Context: an optimization exercise on an open-source flow, tuned for small area, a short achievable clock period and few clock cycles. The choices shown serve that exercise and are no tape-out recipe.
Function was not checked in any run shown here: the RTL went through the layout flow alone.

## flow/design.v

```verilog
`default_nettype none
package vrt_pkg;
    localparam int CRD_W    = 16;
    localparam int IDX_W    = 8;
    localparam int T_W      = 32;
    localparam int VS_W     = 5;
    localparam int NUM_AXES = 3;
    localparam logic [T_W-1:0] T_SAT = '1;
    typedef enum logic [1:0] {
        ST_IDLE,
        ST_DIV_LOAD,
        ST_DIV_WAIT,
        ST_EMIT
    } vrt_state_t;
    typedef enum logic [1:0] {
        OP_IDX_S,
        OP_IDX_E,
        OP_TNEXT,
        OP_TSTEP
    } div_op_t;
    typedef struct packed {
        logic       capture;
        logic       div_start;
        logic       div_store;
        logic       emit;
        div_op_t    op;
        logic [1:0] axis;
    } vrt_cmd_t;
    typedef struct packed {
        logic                div_done;
        logic [NUM_AXES-1:0] flat;
        logic                last_now;
    } vrt_status_t;
endpackage
`default_nettype wire
`default_nettype none
module voxel_ray_traversal_unit (
    input  wire logic        clk,
    input  wire logic        rst_n,
    input  wire logic        start,
    output logic             busy,
    input  wire logic        voxel_size_we,
    input  wire logic [4:0]  voxel_size,
    input  wire logic [15:0] start_x,
    input  wire logic [15:0] start_y,
    input  wire logic [15:0] start_z,
    input  wire logic [15:0] end_x,
    input  wire logic [15:0] end_y,
    input  wire logic [15:0] end_z,
    output logic             voxel_valid,
    output logic [7:0]       voxel_x,
    output logic [7:0]       voxel_y,
    output logic [7:0]       voxel_z,
    output logic             last_voxel_flag,
    output logic             truncated
);
    function automatic logic [16:0] dstep(input logic [15:0] r, input logic b,
                                          input logic [15:0] dx, input logic cin);
        logic [17:0] diff;
        diff  = {1'b0, r, b} + {2'b11, dx} + {17'd0, cin};
        dstep = diff[17] ? {1'b0, r[14:0], b} : {1'b1, diff[15:0]};
    endfunction
    logic        ph_idx, ph_init, ph_div, ph_emit;
    logic [3:0]  cnt;
    logic [4:0]  v;             
    logic [7:0]  cur   [3];
    logic [7:0]  endv  [3];
    logic [15:0] dx    [3];
    logic [2:0]  dcin;
    logic [15:0] rn    [3];
    logic [15:0] rs    [3];
    logic [7:0]  slo   [3];
    logic [31:0] tn    [3];
    logic [31:0] ts    [3];
    logic [2:0]  ovf;
    logic [2:0]  neg;
    logic [2:0]  sat_n;
    logic [2:0]  sat_s;
    logic        valid_r, last_r, trunc_r, first;
    logic [5:0]  count;
    logic [15:0] s_in [3];
    logic [15:0] e_in [3];
    logic        idle, done, cap;
    assign s_in[0] = start_x;
    assign s_in[1] = start_y;
    assign s_in[2] = start_z;
    assign e_in[0] = end_x;
    assign e_in[1] = end_y;
    assign e_in[2] = end_z;
    assign idle = !(ph_idx || ph_init || ph_div || ph_emit);
    assign done = valid_r && last_r;
    assign busy = !idle && !done;
    assign cap  = !busy;          
    logic [15:0] rn_nx [3];
    logic [15:0] rs_nx [3];
    logic [1:0]  qn    [3];
    logic [1:0]  qs    [3];
    always_comb begin
        for (int a = 0; a < 3; a++) begin
            logic [15:0] opx;
            logic        opc;
            logic [16:0] st;
            opx = ph_idx ? {11'h7FF, ~v} : dx[a];
            opc = ph_idx ? 1'b1 : dcin[a];
            st  = dstep(rn[a], ph_idx ? cur[a][7] : slo[a][7], opx, opc);
            qn[a][1] = st[16];
            st  = dstep(st[15:0], ph_idx ? cur[a][6] : slo[a][6], opx, opc);
            qn[a][0] = st[16];
            rn_nx[a] = st[15:0];
            st  = dstep(rs[a], ph_idx && endv[a][7], opx, opc);
            qs[a][1] = st[16];
            st  = dstep(st[15:0], ph_idx && endv[a][6], opx, opc);
            qs[a][0] = st[16];
            rs_nx[a] = st[15:0];
        end
    end
    logic [5:0]  hi  [3];
    logic [7:0]  lo  [3];
    logic [2:0]  satn_c, sats_c;
    logic        at_end;
    always_comb begin
        for (int a = 0; a < 3; a++) begin
            logic [16:0] sn, ss;
            if (neg[a]) begin
                hi[a] = {1'b0, v} + {1'b0, rn[a][4:0]};
                lo[a] = slo[a];
            end else begin
                hi[a] = {1'b0, v} - {1'b0, rn[a][4:0]} - {5'd0, (slo[a] != 8'd0)};
                lo[a] = 8'd0 - slo[a];
            end
            sn = {11'd0, hi[a]} + {1'b1, dx[a]} + {16'd0, dcin[a]};
            ss = {12'd0, v}     + {1'b1, dx[a]} + {16'd0, dcin[a]};
            satn_c[a] = !sn[16];
            sats_c[a] = !ss[16];
        end
        at_end = (cur[0] == endv[0]) && (cur[1] == endv[1]) && (cur[2] == endv[2]);
    end
    logic [2:0]  pre_ax;
    logic        pre;
    logic [2:0]  allone;
    logic        lt01, lt02, lt12;
    logic [2:0]  axm;           
    logic [2:0]  stepm;         
    logic        step_en;
    logic        do_pre;
    logic [32:0] tsum [3];
    logic        at_end_nx;
    logic [2:0]  eq;
    logic [2:0]  eqs;
    always_comb begin
        for (int a = 0; a < 3; a++) begin
            pre_ax[a] = neg[a] && (cur[a] != endv[a]);
            eq[a]     = (cur[a] == endv[a]);
            eqs[a]    = neg[a] ? (cur[a] == endv[a] + 8'd1) : (cur[a] + 8'd1 == endv[a]);
            allone[a] = &tn[a];
            tsum[a]   = {1'b0, tn[a]} + {1'b0, ts[a]};
        end
        pre  = |pre_ax;
        lt01 = !ovf[0] && (ovf[1] ? !allone[0] : (tn[0] < tn[1]));
        lt02 = !ovf[0] && (ovf[2] ? !allone[0] : (tn[0] < tn[2]));
        lt12 = !ovf[1] && (ovf[2] ? !allone[1] : (tn[1] < tn[2]));
        axm[0] = lt01 && lt02;
        axm[1] = !lt01 && lt12;
        axm[2] = !axm[0] && !axm[1];
        do_pre  = first && pre;
        step_en = !done && (do_pre || ph_emit);
        stepm   = do_pre ? pre_ax : axm;
        at_end_nx = (stepm[0] ? eqs[0] : eq[0]) &&
                    (stepm[1] ? eqs[1] : eq[1]) &&
                    (stepm[2] ? eqs[2] : eq[2]);
    end
    always_ff @(posedge clk or negedge rst_n) begin
        if (!rst_n) begin
            ph_idx  <= 1'b0;
            ph_init <= 1'b0;
            ph_div  <= 1'b0;
            ph_emit <= 1'b0;
            cnt     <= '0;
            valid_r <= 1'b0;
            v       <= 5'd1;
        end else begin
            if (voxel_size_we)
                v <= (voxel_size == 5'd0) ? 5'd1 : voxel_size;
            cnt <= cnt + 1'b1;
            if (!busy) begin
                ph_idx  <= start;
                ph_init <= 1'b0;
                ph_div  <= 1'b0;
                ph_emit <= 1'b0;
                valid_r <= 1'b0;
                cnt     <= '0;
            end else if (ph_idx) begin
                if (cnt == 4'd3) begin
                    ph_idx  <= 1'b0;
                    ph_init <= 1'b1;
                end
            end else if (ph_init) begin
                ph_init <= 1'b0;
                ph_div  <= 1'b1;
                valid_r <= 1'b1;
                cnt     <= '0;
            end else begin
                if (ph_div && cnt == 4'd15) begin
                    ph_div  <= 1'b0;
                    ph_emit <= 1'b1;
                end
                valid_r <= step_en;
            end
        end
    end
    always_ff @(posedge clk) begin
        if (cap) begin
            for (int a = 0; a < 3; a++) begin
                cur[a]  <= s_in[a][15:8];
                slo[a]  <= s_in[a][7:0];
                endv[a] <= e_in[a][15:8];
                dx[a]   <= e_in[a];
                rn[a]   <= '0;
                rs[a]   <= '0;
            end
        end else if (ph_idx) begin
            for (int a = 0; a < 3; a++) begin
                cur[a]  <= {cur[a][5:0], qn[a]};
                endv[a] <= {endv[a][5:0], qs[a]};
                rn[a]   <= rn_nx[a];
                rs[a]   <= rs_nx[a];
            end
            if (cnt == 4'd0) begin
                for (int a = 0; a < 3; a++) begin
                    logic [16:0] x;
                    logic        flat;
                    x      = {1'b0, dx[a]} + {1'b0, ~cur[a], ~slo[a]};
                    flat   = !x[16] && (x[15:0] == 16'hFFFF);
                    neg[a] <= !x[16] && !flat;
                    dx[a]  <= x[16] ? ~x[15:0] : x[15:0];
                    dcin[a] <= !x[16];
                end
            end
        end else if (ph_init) begin
            for (int a = 0; a < 3; a++) begin
                rn[a]    <= {10'd0, hi[a]};
                rs[a]    <= {11'd0, v};
                slo[a]   <= lo[a];
                sat_n[a] <= satn_c[a];
                sat_s[a] <= sats_c[a];
                ovf[a]   <= 1'b0;
            end
            last_r  <= at_end;
            trunc_r <= 1'b0;
            first   <= 1'b1;
            count   <= '0;
        end else begin
            if (ph_div) begin
                for (int a = 0; a < 3; a++) begin
                    rn[a]  <= rn_nx[a];
                    rs[a]  <= rs_nx[a];
                    slo[a] <= {slo[a][5:0], 2'b00};
                    tn[a]  <= {tn[a][29:0], qn[a] | {2{sat_n[a]}}};
                    ts[a]  <= {ts[a][29:0], qs[a] | {2{sat_s[a]}}};
                end
            end
            if (step_en) begin
                for (int a = 0; a < 3; a++) begin
                    if (stepm[a])
                        cur[a] <= neg[a] ? cur[a] - 8'd1 : cur[a] + 8'd1;
                    if (!do_pre && axm[a]) begin
                        tn[a]  <= tsum[a][31:0];
                        ovf[a] <= ovf[a] | tsum[a][32];
                    end
                end
                first   <= 1'b0;
                count   <= count + 1'b1;
                last_r  <= at_end_nx || (count == 6'd62);
                trunc_r <= !at_end_nx && (count == 6'd62);
            end
        end
    end
    assign voxel_valid     = valid_r;
    assign voxel_x         = cur[0];
    assign voxel_y         = cur[1];
    assign voxel_z         = cur[2];
    assign last_voxel_flag = last_r;
    assign truncated       = trunc_r;
endmodule
`default_nettype wire
```

## flow/run.sh

```bash
#!/bin/bash
# synth_recipe.tcl (not shown) runs the flow's synth.tcl, then flattens the netlist and writes it again
# the make line also repeats each setting of config.mk as NAME=value (left out here)
make -C /OpenROAD-flow-scripts/flow DESIGN_CONFIG=/design/flow/config.mk WORK_HOME=/design/flow/orfs CLKGATE_MAP_FILE= SYNTH_SCRIPT=/design/flow/synth_recipe.tcl finish
```

## flow/config.mk

```make
export PLATFORM = sky130hd
export DESIGN_NAME = voxel_ray_traversal_unit
export DESIGN_NICKNAME = voxel_ray_traversal_unit
export VERILOG_FILES = /design/flow/design.v
export SDC_FILE = /design/flow/constraint.sdc
export NUM_CORES = 4
export LEC_CHECK = 0
export CAP_MARGIN = 20
export CORE_MARGIN = 2
export CORE_UTILIZATION = 40
export SLEW_MARGIN = 20
```

## flow/constraint.sdc

```tcl
create_clock -name core_clock -period 8.0 [get_ports {clk}]
set_input_delay 1.6000 -clock core_clock [delete_from_list [all_inputs] [get_ports {clk}]]
set_output_delay 1.6000 -clock core_clock [all_outputs]
set_load 0.01 [all_outputs]
```

==> impl_metrics.yaml, run 1 <==
timing:
  grt_setup_unrepaired: "no"
  slew_violations: 0
  setup_viol: 0
  post-route-period-util_pct: 87.1
  post-route-min-period_ns: 6.97
  tightest_slew_ns: 1.27
  finalClockSkew_ns: 0.0496
  hold_viol: 0
  setup_tns_ns: 0
  clock.fmax_ghz: 0.144
  relSlewSlack_pct: 15.2
synthesis:
  ys_seq_elements: 446
  syn_nets: 5564
  ys_types: 88
  yosys_warnings: 18
  synth_edf_count: 336
  synth_area_sq_um: 42300
  netlist_instances: 4918
  synth-async-reset-ratio_pct: 3.14
  synth.avg_cell_area_sq_um: 8.60
  synth_area_leaders: "edfxtp_1, ha_1, o21ai_0"
  synth-main-ff-cell: "edfxtp_1"
  synth_top_area_share_pct: 23.9
  ys_seq_area_share_pct: 29.2
  yosys.area.top_type: "edfxtp_1"
cts:
  path_clk_slew_ns: 0.06
  post_cts_resized: 0
  hold_buffers: 0
  post_cts_buffers: 0
  numCtsBuffers: 56
  cts_sinks: 446
  tritoncts: "yes"
  clk_path_buf_depth: 3
  cts-root-buf: "clkbuf_16"
  htree_levels: 2
  insertion_delay_ns: 0.67
grt:
  grt_max_degree: 153
  grt_pass1_vias: 35500
  antenna_found_initial: 0
  grt-ovfl-total: 0
  grt_use_total_pct: 23.9
  grt_pass1_wl_um: 204000
placed_design:
  hpwl_um: 101000
  io_buffers: 132
  gp_congestion: 0.914
floorplan:
  dieHeight_um: 329
  std_cell_rows: 119
  start_util_pct: 40.2
  die_w_um: 329
  ios: 133
  die-area_sq_um: 108000
  core-area_sq_um: 105000
worst_hold_path:
  holdCritStartpoint: "ts[2][4]$_DFFE_PP_"
  hp-class: "reg -> reg"
finish:
  diodes: 0
  final_common_cell: "nand2_1"
  nets: 5627
  area_growth_syn_to_layout_pct: 11.3
  final_cell_mix: "nand2_1, ha_1, o21ai_0, a21oi_1, nor2_1"
  fin_util_pct: 44.8
  drive_above_1_share_pct: 6.03
critical_path:
  path_max_fanout: 49
  crit_required_ns: 8.49
  r2r-start: "ph_idx$_DFF_PN0_"
  end_kind: "flop"
  startpoint: "ph_idx$_DFF_PN0_"
  crit_type: "reg -> reg"
  worstPathArrival_ns: 7.45
  worst_setup_path_start_kind: "flop"
job:
  max_cap_viol_count: 0
detailed_routing:
  ant_nets: 0
  vias_per_cell: 5.77
  drc: 0
  drt_iter0_drc: 2841
  wl_per_cell_um: 20.6
  firstDrtPassIters: 5
  routed_wl_um: 132000
  vias: 37000
run_status:
  status: "finished clean"
==> cell families (layout without fill, tap and decap cells) <==
kind of cell             after synthesis  count (layout)  synth area share (%)
AO/OA/AOI/OAI                       1453            1453                  21.0
AND/OR/NAND/NOR                     1444            1444                  15.9
adder cells (fa/ha/maj)              541             541                  16.7
flip-flops                           446             446                  29.2
buffers and inverters                440             551                  4.08
XOR/XNOR                             397             397                  8.22
multiplexers                         197             197                  4.84
==> registers in the layout, indices dropped and copies added (netlist names), 3 cells and up <==
| register | count |
|---|---|
| rs | 48 |
| dcin | 3 |
| ovf | 3 |
| dx | 48 |
| sat_n | 3 |
| ts | 96 |
| endv | 24 |
| rn | 48 |
| cnt | 4 |
| slo | 24 |
| cur | 24 |
| count | 6 |
| neg | 3 |
| sat_s | 3 |
| v | 5 |
| tn | 96 |
==> synth_stat cells (48+ instances only) <==
master and count:
a211oi_1 62, a21o_1 111, a21oi_1 422, clkbuf_1 129
dfxtp_1 96, edfxtp_1 336, ha_1 502, inv_1 254
mux2_2 60, mux2i_1 136, nand2_1 519, nand2b_1 57
nand3_1 110, nand4_1 66, nor2_1 349, nor2b_1 67
nor3_1 94, o21a_1 52, o21ai_0 452, or2_2 48
xnor2_1 256, xor2_1 141
==> through the flow <==
| stage | hold WS, ns | setup slack (ns) | cells | cell area (sq um) |
|---|---|---|---|---|
| after floorplan | 0.417 | 1.30 | 4918 | 42300 |
| after global placement | 0.443 | 1.27 | 6311 | 45100 |
| after detailed placement | 0.439 | 1.15 | 6313 | 45200 |
| after CTS | 0.451 | 1.10 | 6419 | 47100 |
| after global routing | 0.458 | 0.489 | 6420 | 47100 |
| final | 0.452 | 1.03 | 6420 | 47100 |
==> final timing paths <==
check,end,slack [ns],cells past startpoint
hold / removal,ts[2][6]$_DFFE_PP_,0.45,0
setup reg to reg,rs[2][4]$_SDFFE_PN0P_,1.03,25
max in group asynchronous,ph_div$_DFFE_PN0P_,5.68,1
hold reg to reg,ts[2][6]$_DFFE_PP_,0.45,0
setup / recovery,rs[2][4]$_SDFFE_PN0P_,1.03,25
min in group asynchronous,ph_emit$_DFFE_PN0P_,1.52,1
==> critical path, cell delays in order (launching register included) <==
cell and delay [ns]:
dfrtp_4 0.78, inv_1 0.12, nor2_1 0.23, a21o_1 0.22, inv_1 0.15, fa_1 0.46
nor2b_1 0.12, o21a_1 0.14, o21ai_1 0.12, a311oi_1 0.52, o21bai_1 0.17, a21o_1 0.21
nand2_1 0.55, mux2_2 0.43, ha_1 0.32, o21a_1 0.21, o21ai_0 0.37, a21oi_1 0.07
o21ai_0 0.18, o221ai_1 0.25, a31oi_1 0.22, o21bai_1 0.14, a21boi_2 0.18, buf_4 0.33
mux2i_1 0.22, a22oi_1 0.08
==> layer usage <==
layer  global-route usage, %  vias to the layer above  wire length [um]  share of wire, %
met5                       0                        -                 0                 0
met4                    9.32                        0              5250               4.0
met3                    2.72                      221              6430               4.9
met2                    40.5                      973             62100                47
met1                    31.2                    17700             58200                44
li1                        -                    18100                 -                 -
==> cell type report <==
cell class / count / area, sq um
clock buffers: 68 / 1500
clock inverters: 38 / 387
fillers: 10400 / 58000
inverters: 256 / 963
multi-input cells: 4032 / 28300
flip-flops and latches: 446 / 12400
well taps: 1391 / 1740
repair buffers: 189 / 1810
==> inputs of run 2 (changes only) <==
--- a/flow/config.mk
+++ b/flow/config.mk
@@ -8,4 +8,5 @@
 export CAP_MARGIN = 20
 export CORE_MARGIN = 2
 export CORE_UTILIZATION = 40
+export SETUP_SLACK_MARGIN = 3.5
 export SLEW_MARGIN = 20
==> impl_metrics.yaml, run 2 <==
cts:
  tritoncts: "yes"
  hold_buffers: 0
  cts_sinks: 446
  insertion_delay_ns: 0.65
  cts-root-buf: "clkbuf_16"
  htree_levels: 2
  path_clk_slew_ns: 0.07
  numCtsBuffers: 55
  clk_path_buf_depth: 3
synthesis:
  synth_top_area_share_pct: 23.9
  synth.avg_cell_area_sq_um: 8.60
  synth-main-ff-cell: "edfxtp_1"
  netlist_instances: 4918
  ys_types: 88
  yosys_warnings: 18
  syn_nets: 5564
  yosys.area.top_type: "edfxtp_1"
  ys_seq_elements: 446
  ys_seq_area_share_pct: 29.2
  synth_top_cells_by_count: "nand2_1, ha_1, o21ai_0, a21oi_1, nor2_1"
  synth_edf_count: 336
  synth.most_common_cell: "nand2_1"
  synth-async-reset-ratio_pct: 3.14
  synth_area_sq_um: 42300
  synth_area_leaders: "edfxtp_1, ha_1, o21ai_0"
critical_path:
  critical_path.endpoint: "rn[2][3]$_SDFFE_PN0P_"
  crit_type: "reg -> reg"
  path_max_fanout: 26
  crit_required_ns: 8.49
  ff2ff_path_depth: 25
  end_kind: "flop"
  worst_setup_path_start_kind: "flop"
  r2r-start: "ph_idx$_DFF_PN0_"
  worstPathArrival_ns: 5.92
  r2r-end: "rn[2][3]$_SDFFE_PN0P_"
  r2r_slack_ns: 2.57
  startpoint: "ph_idx$_DFF_PN0_"
placed_design:
  hpwl_um: 101000
  dp_cells: 6296
  gp_congestion: 0.903
  io_buffers: 132
run_status:
  status: "finished clean"
floorplan:
  ios: 133
  die-area_sq_um: 108000
  start_util_pct: 40.2
  core-area_sq_um: 105000
  std_cell_rows: 119
  dieHeight_um: 329
  die_w_um: 329
finish:
  drive_above_1_share_pct: 15.7
  area_growth_syn_to_layout_pct: 22.4
  diodes: 0
  final_cell_mix: "nand2_1, ha_1, a21oi_1, o21ai_0, edfxtp_1"
  num-fill-cells: 9883
  largest_registers: "tn x96, ts x96"
  final_common_cell: "nand2_1"
  nets: 5849
  multi_input_comb_area_sq_um: 30800
  ff_latch_area_sq_um: 12400
  fin_cells: 6640
detailed_routing:
  ant_nets: 0
  vias_per_cell: 5.83
  drc: 0
  routed_wl_um: 142000
  vias: 38700
  firstDrtPassIters: 6
  drt_iter0_drc: 2959
  wl_per_cell_um: 21.3
grt:
  antenna_found_initial: 1
  grt_pass1_vias: 37300
  grt_max_degree: 148
  grt-ovfl-total: 0
  grt_pass1_wl_um: 218000
  grt_use_total_pct: 25.4
timing:
  relSlewSlack_pct: 23.3
  tightest_slew_ns: 1.14
  hold_viol: 0
  finalClockSkew_ns: 0.0232
  grt_setup_unrepaired: "yes"
  post-route-min-period_ns: 5.43
  slew_violations: 0
  setup_viol: 0
  clock.fmax_ghz: 0.184
  post-route-period-util_pct: 67.9
  setup_tns_ns: 0
job:
  max_cap_viol_count: 0
worst_hold_path:
  hp-class: "reg -> reg"
## run 2: cell counts after synthesis
No cell type changed its count.
## run 2: worst max-delay path, stage by stage (launching register included)
cell,delay [ns]
dfrtp_4,0.53
buf_8,0.19
buf_16,0.18
or2_2,0.41
ha_1,0.27
a21oi_1,0.16
nor2b_1,0.09
or3_1,0.32
o221a_4,0.27
nand2b_4,0.21
buf_4,0.20
o21ai_2,0.22
ha_4,0.26
nand2_1,0.09
o211ai_1,0.10
buf_4,0.17
a31oi_4,0.24
o221ai_2,0.15
o211ai_1,0.20
o311a_1,0.31
buf_12,0.19
buf_4,0.12
buf_8,0.10
nor2_2,0.03
a21oi_1,0.13
o22ai_1,0.10
## run 2: worst min-delay path by stage
stage | start | to | slack [ns] | cells past startpoint
after global placement | ts[2][2]$_DFFE_PP_ | ts[2][4]$_DFFE_PP_ | 0.44 | 0
after CTS | ts[1][28]$_DFFE_PP_ | ts[1][30]$_DFFE_PP_ | 0.45 | 0
after global routing | ts[2][2]$_DFFE_PP_ | ts[2][4]$_DFFE_PP_ | 0.46 | 0
final | ts[1][28]$_DFFE_PP_ | ts[1][30]$_DFFE_PP_ | 0.45 | 0
after detailed placement | ts[1][28]$_DFFE_PP_ | ts[1][30]$_DFFE_PP_ | 0.44 | 0
after floorplan | rs[0][15]$_SDFFE_PN0P_ | rs[0][15]$_SDFFE_PN0P_ | 0.42 | 2
## run 2: what timing repair did
item | in CTS | in global routing
gates cloned | 20 | 0
buffers inserted | 174 | 46
gates resized for setup | 366 | 110
endpoints found under the hold margin | 0 | 0
pin swaps | 158 | 96
setup endpoints to repair | 119 | 144
## run 2: stage by stage
stage                     cell area [sq um]  hold WS (ns)  setup slack (ns)  utilization [%]
after floorplan                       43100         0.423              2.74                -
after global placement                45600         0.443              1.28             43.3
after detailed placement              45600         0.439              1.24             43.4
after CTS                             51000         0.454              2.66             48.5
after global routing                  51800         0.458              2.41             49.3
final                                 51800         0.452              2.57             49.3
## run 2: cell families after synthesis
logic type | synth area share (%)
xor+xnor | 8.22
flops | 29.2
compound gates | 21.0
buf+inv | 4.08
fa+ha+maj | 16.7
mux | 4.84
simple gates | 15.9
## run 2: layer usage
metal  global-route usage [%]  wire (um)  share of wire (%)  up-vias
li1                         -          -                  -    18600
met1                     33.0      61000                 43    18600
met3                     2.92       7850                5.5      286
met4                     9.75       5820                4.1        0
met5                        0          0                  0        -
met2                     43.4      67100                 47     1227
## run 2: final cells by class
type / count / share of cell area (%)
clock buffer: 69 / 2.94
inverter: 256 / 1.89
sequential: 446 / 23.9
tap: 1391 / 3.36
timing repair buffer: 403 / 7.87
clock inverter: 34 / 0.565
multi-input combinational: 4041 / 59.5
==> inputs of run 3 (changes only) <==
--- a/flow/design.v
+++ b/flow/design.v
@@ -54,19 +54,32 @@
     output logic             last_voxel_flag,
     output logic             truncated
 );
-    function automatic logic [16:0] dstep(input logic [15:0] r, input logic b,
-                                          input logic [15:0] dx, input logic cin);
-        logic [17:0] diff;
-        diff  = {1'b0, r, b} + {2'b11, dx} + {17'd0, cin};
-        dstep = diff[17] ? {1'b0, r[14:0], b} : {1'b1, diff[15:0]};
+    function automatic logic [17:0] rstep4(input logic [17:0] x, input logic [15:0] d1,
+                                           input logic [17:0] d3);
+        logic [18:0] m1, m2, m3;
+        m1 = {1'b0, x} - {3'b000, d1};
+        m2 = {1'b0, x} - {2'b00, d1, 1'b0};
+        m3 = {1'b0, x} - {1'b0, d3};
+        if (!m3[18])      rstep4 = {2'd3, m3[15:0]};
+        else if (!m2[18]) rstep4 = {2'd2, m2[15:0]};
+        else if (!m1[18]) rstep4 = {2'd1, m1[15:0]};
+        else              rstep4 = {2'd0, x[15:0]};
+    endfunction
+    function automatic logic [5:0] istep(input logic [4:0] r, input logic b,
+                                         input logic [4:0] v);
+        logic [6:0] m;
+        m = {1'b0, r, b} - {2'b00, v};
+        istep = m[6] ? {1'b0, r[3:0], b} : {1'b1, m[4:0]};
     endfunction
     logic        ph_idx, ph_init, ph_div, ph_emit;
     logic [3:0]  cnt;
     logic [4:0]  v;             
     logic [7:0]  cur   [3];
     logic [7:0]  endv  [3];
-    logic [15:0] dx    [3];
-    logic [2:0]  dcin;
+    logic [4:0]  ri_s  [3];
+    logic [4:0]  ri_e  [3];
+    logic [15:0] d1    [3];     
+    logic [17:0] d3    [3];     
     logic [15:0] rn    [3];
     logic [15:0] rs    [3];
     logic [7:0]  slo   [3];
@@ -95,43 +108,44 @@
     logic [15:0] rs_nx [3];
     logic [1:0]  qn    [3];
     logic [1:0]  qs    [3];
+    logic [4:0]  ris_nx [3];
+    logic [4:0]  rie_nx [3];
+    logic [1:0]  qis   [3];
+    logic [1:0]  qie   [3];
     always_comb begin
         for (int a = 0; a < 3; a++) begin
-            logic [15:0] opx;
-            logic        opc;
-            logic [16:0] st;
-            opx = ph_idx ? {11'h7FF, ~v} : dx[a];
-            opc = ph_idx ? 1'b1 : dcin[a];
-            st  = dstep(rn[a], ph_idx ? cur[a][7] : slo[a][7], opx, opc);
-            qn[a][1] = st[16];
-            st  = dstep(st[15:0], ph_idx ? cur[a][6] : slo[a][6], opx, opc);
-            qn[a][0] = st[16];
+            logic [17:0] st;
+            logic [5:0]  is;
+            st = rstep4({rn[a], slo[a][7:6]}, d1[a], d3[a]);
+            qn[a] = st[17:16];
             rn_nx[a] = st[15:0];
-            st  = dstep(rs[a], ph_idx && endv[a][7], opx, opc);
-            qs[a][1] = st[16];
-            st  = dstep(st[15:0], ph_idx && endv[a][6], opx, opc);
-            qs[a][0] = st[16];
+            st = rstep4({rs[a], 2'b00}, d1[a], d3[a]);
+            qs[a] = st[17:16];
             rs_nx[a] = st[15:0];
+            is = istep(ri_s[a], cur[a][7], v);
+            qis[a][1] = is[5];
+            is = istep(is[4:0], cur[a][6], v);
+            qis[a][0] = is[5];
+            ris_nx[a] = is[4:0];
+            is = istep(ri_e[a], endv[a][7], v);
+            qie[a][1] = is[5];
+            is = istep(is[4:0], endv[a][6], v);
+            qie[a][0] = is[5];
+            rie_nx[a] = is[4:0];
         end
     end
     logic [5:0]  hi  [3];
     logic [7:0]  lo  [3];
-    logic [2:0]  satn_c, sats_c;
     logic        at_end;
     always_comb begin
         for (int a = 0; a < 3; a++) begin
-            logic [16:0] sn, ss;
             if (neg[a]) begin
-                hi[a] = {1'b0, v} + {1'b0, rn[a][4:0]};
+                hi[a] = {1'b0, v} + {1'b0, ri_s[a]};
                 lo[a] = slo[a];
             end else begin
-                hi[a] = {1'b0, v} - {1'b0, rn[a][4:0]} - {5'd0, (slo[a] != 8'd0)};
+                hi[a] = {1'b0, v} - {1'b0, ri_s[a]} - {5'd0, (slo[a] != 8'd0)};
                 lo[a] = 8'd0 - slo[a];
             end
-            sn = {11'd0, hi[a]} + {1'b1, dx[a]} + {16'd0, dcin[a]};
-            ss = {12'd0, v}     + {1'b1, dx[a]} + {16'd0, dcin[a]};
-            satn_c[a] = !sn[16];
-            sats_c[a] = !ss[16];
         end
         at_end = (cur[0] == endv[0]) && (cur[1] == endv[1]) && (cur[2] == endv[2]);
     end
@@ -214,35 +228,39 @@
                 cur[a]  <= s_in[a][15:8];
                 slo[a]  <= s_in[a][7:0];
                 endv[a] <= e_in[a][15:8];
-                dx[a]   <= e_in[a];
-                rn[a]   <= '0;
-                rs[a]   <= '0;
+                d1[a]   <= e_in[a];
+                ri_s[a] <= '0;
+                ri_e[a] <= '0;
             end
         end else if (ph_idx) begin
             for (int a = 0; a < 3; a++) begin
-                cur[a]  <= {cur[a][5:0], qn[a]};
-                endv[a] <= {endv[a][5:0], qs[a]};
-                rn[a]   <= rn_nx[a];
-                rs[a]   <= rs_nx[a];
+                cur[a]  <= {cur[a][5:0], qis[a]};
+                endv[a] <= {endv[a][5:0], qie[a]};
+                ri_s[a] <= ris_nx[a];
+                ri_e[a] <= rie_nx[a];
             end
             if (cnt == 4'd0) begin
                 for (int a = 0; a < 3; a++) begin
                     logic [16:0] x;
-                    logic        flat;
-                    x      = {1'b0, dx[a]} + {1'b0, ~cur[a], ~slo[a]};
-                    flat   = !x[16] && (x[15:0] == 16'hFFFF);
-                    neg[a] <= !x[16] && !flat;
-                    dx[a]  <= x[16] ? ~x[15:0] : x[15:0];
-                    dcin[a] <= !x[16];
-                end
+                    x      = {1'b0, d1[a]} - {1'b0, cur[a], slo[a]};
+                    neg[a] <= x[16];
+                    d1[a]  <= x[15:0];
+                end
+            end else if (cnt == 4'd1) begin
+                for (int a = 0; a < 3; a++)
+                    if (neg[a])
+                        d1[a] <= 16'd0 - d1[a];
+            end else begin
+                for (int a = 0; a < 3; a++)
+                    d3[a] <= {2'b00, d1[a]} + {1'b0, d1[a], 1'b0};
             end
         end else if (ph_init) begin
             for (int a = 0; a < 3; a++) begin
                 rn[a]    <= {10'd0, hi[a]};
                 rs[a]    <= {11'd0, v};
                 slo[a]   <= lo[a];
-                sat_n[a] <= satn_c[a];
-                sat_s[a] <= sats_c[a];
+                sat_n[a] <= (d1[a] <= {10'd0, hi[a]});
+                sat_s[a] <= (d1[a] <= {11'd0, v});
                 ovf[a]   <= 1'b0;
             end
             last_r  <= at_end;
--- a/flow/config.mk
+++ b/flow/config.mk
@@ -8,5 +8,5 @@
 export CAP_MARGIN = 20
 export CORE_MARGIN = 2
 export CORE_UTILIZATION = 40
-export SETUP_SLACK_MARGIN = 3.5
+export SETUP_SLACK_MARGIN = 4.5
 export SLEW_MARGIN = 20
==> impl_metrics.yaml, run 3 <==
synthesis:
  netlist_instances: 6210
  synth_area_leaders: "edfxtp_1, ha_1, xnor2_1"
  syn_nets: 7130
  synth_top_area_share_pct: 26.6
  synthAdderAreaFrac_pct: 19.3
  synth_top_cells_by_count: "ha_1, nand2_1, a21oi_1, edfxtp_1, nor2_1"
  synth_top_family_by_area: "compound AO/OA/AOI/OAI gates"
  yosys.area.top_type: "edfxtp_1"
  synth_compound_area_share_pct: 22.1
  ys_types: 105
  ys_seq_area_share_pct: 28.3
  synth.avg_cell_area_sq_um: 8.78
  synth_edf_count: 483
  ys_seq_elements: 527
  synth-main-ff-cell: "edfxtp_1"
  synth.most_common_cell: "ha_1"
  synth_mux_area_share_pct: 2.95
  synth_xor_area_share_pct: 8.35
  synthSimpleGateAreaFrac_pct: 14.8
  synth-async-reset-ratio_pct: 2.66
  synth_area_sq_um: 54600
  yosys_warnings: 25
detailed_routing:
  ant_nets: 0
  vias_per_cell: 5.88
  firstDrtPassIters: 5
  routed_wl_um: 184000
  drc: 0
  vias: 50300
  drt_iter0_drc: 3934
  wl_per_cell_um: 21.5
finish:
  ff_latch_area_sq_um: 15500
  diodes: 0
  largest_registers: "tn x96, ts x96, d3 x54"
  area_growth_syn_to_layout_pct: 22.1
  final_cell_mix: "ha_1, nand2_1, a21oi_1, edfxtp_1, nor2_1"
  final_common_cell: "ha_1"
  multi_input_comb_area_sq_um: 39100
  fin_cells: 8558
  drive_above_1_share_pct: 16.1
  nets: 7644
  num-fill-cells: 12700
cts:
  cts_sinks: 527
  cts-root-buf: "clkbuf_16"
  numCtsBuffers: 71
  path_clk_slew_ns: 0.06
  hold_buffers: 0
  htree_levels: 3
  insertion_delay_ns: 0.70
  clk_path_buf_depth: 3
  tritoncts: "yes"
floorplan:
  std_cell_rows: 135
  dieHeight_um: 373
  die_w_um: 373
  core-area_sq_um: 135000
  die-area_sq_um: 139000
  start_util_pct: 40.3
  ios: 133
critical_path:
  crit_required_ns: 8.44
  r2r_slack_ns: 3.84
  crit_type: "reg -> reg"
  path_max_fanout: 2
  end_kind: "flop"
  worst_setup_path_start_kind: "flop"
  worstPathArrival_ns: 4.59
placed_design:
  io_buffers: 132
  dp_cells: 7990
  hpwl_um: 128000
  gp_congestion: 0.907
timing:
  post-route-min-period_ns: 4.16
  hold_viol: 0
  hold_slack_ns: 0.455
  clock.fmax_ghz: 0.241
  grt_setup_unrepaired: "yes"
  setup_tns_ns: 0
  setup_viol: 0
  post-route-period-util_pct: 52.0
  finalClockSkew_ns: 0.0365
  relSlewSlack_pct: 29.6
  tightest_slew_ns: 1.06
  slew_violations: 0
grt:
  grt_max_degree: 65
  grt_pass1_wl_um: 276000
  grt_use_total_pct: 24.8
  grt_pass1_vias: 48100
  antenna_found_initial: 3
  grt-ovfl-total: 0
run_status:
  status: "finished clean"
job:
  max_cap_viol_count: 0
worst_hold_path:
  hp-class: "reg -> reg"
-- run 3: cell count changes in the layout (fill, tap and decap cells not counted), moves of 89 or more --
cell      delta
ha_1       +299
inv_1       +89
xnor2_1     +96
edfxtp_1   +147
a21oi_1    +132
buf_4      +205
nor2_1     +106
-- run 3: final timing paths --
| check | startpoint | to | cells after the start |
|---|---|---|---|
| worst max register to register | slo[1][1]$_DFFE_PP_ | sat_n[1]$_DFFE_PP_ | 20 |
| worst max-delay path | slo[1][1]$_DFFE_PP_ | sat_n[1]$_DFFE_PP_ | 20 |
| max in group asynchronous | rst_n | ph_init$_DFFE_PN0P_ | 1 |
| worst min-delay path | ts[0][29]$_DFFE_PP_ | ts[0][31]$_DFFE_PP_ | 0 |
| min in group asynchronous | rst_n | ph_idx$_DFF_PN0_ | 1 |
| worst min register to register | ts[0][29]$_DFFE_PP_ | ts[0][31]$_DFFE_PP_ | 0 |
-- run 3: cell families (layout without fill, tap and decap cells) --
family	Yosys count	count (layout)
buffers and inverters	577	1139
multiplexers	158	158
AO/OA/AOI/OAI	1885	1889
flip-flops	527	527
XOR/XNOR	520	520
adder cells (fa/ha/maj)	815	815
AND/OR/NAND/NOR	1728	1729
-- run 3: repair_timing --
action / in CTS / in global routing
gates resized for setup: 276 / 314
pin swaps: 71 / 143
endpoints found under the setup margin: 478 / 318
cloned: 12 / 15
setup buffers: 243 / 172
-- run 3: worst max-delay path, cell delays in order, from the launching register on --
cell      delay [ns]
edfxtp_1        0.43
inv_2           0.11
ha_4            0.14
nand3_2         0.08
or3_4           0.35
or3_4           0.37
fa_1            0.52
inv_1           0.05
ha_2            0.16
o21ai_2         0.11
nand3b_1        0.15
a21o_1          0.20
a21oi_2         0.14
xor2_1          0.19
o21ai_2         0.11
ha_4            0.30
o21ai_1         0.06
nand3b_1        0.08
nand2_1         0.10
a21oi_2         0.17
nor2_2          0.06
-- run 3: stage by stage --
stage | cell area, sq um | worst slack (ns) | util, %
2_1_floorplan | 54900 | 3.98 | -
3_3_place_gp | 58000 | 3.09 | 42.8
3_5_place_dp | 58000 | 3.00 | 42.8
4_1_cts | 63600 | 3.89 | 46.9
5_1_grt | 66600 | 3.64 | 49.2
6_report | 66600 | 3.84 | 49.2
-- run 3: metal layers --
layer	GRT usage, %	routed length (um)	vias to the layer above
met1	34.3	83200	24200
met4	7.72	6000	2
li1	-	-	24000
met3	3.77	12400	332
met2	39.7	82800	1753
met5	0	13	-
-- run 3: area by class of cell --
class / instances / share of cell area [%]
clock buffers: 86 / 2.80
clock inverters: 40 / 0.616
inverters: 390 / 2.40
multi-input cells: 5111 / 58.8
flip-flops and latches: 527 / 23.2
well taps: 1781 / 3.35
repair buffers: 621 / 8.82
repair inverters: 2 / 0.0244

## re-timing with driven ports
The flow's constraints put no driver on any port. The routed layouts listed below were extracted and timed again, unchanged, in two steps.
Step 1 (the two cells are an assumption about what drives the block):
set clk [get_ports {clk}]
set_driving_cell -lib_cell sky130_fd_sc_hd__clkbuf_16 $clk
set_driving_cell -lib_cell sky130_fd_sc_hd__buf_2 [delete_from_list [all_inputs] $clk]
Step 2 times the ports against the registers' clock, not the clock port: input delays grow and output delays shrink by t, the midpoint of the rising clock arrivals with the driver on.
Three values: no drivers, after step 1, after step 2; two values: the first two.
| run | t, ns | setup slack, ns | worst slew at a driven data input, ns | cell pins on the clock port's net |
|---|---|---|---|---|
| run 1 | 0.716 | 1.032 / 1.032 / 1.032 | 0.09 | 1 |
| run 2 | 0.714 | 2.570 / 2.570 / 2.570 | 0.08 | 1 |
| run 3 | 0.760 | 3.843 / 3.843 / 3.843 | 0.07 | 1 |
After both steps every run listed still meets setup and hold.
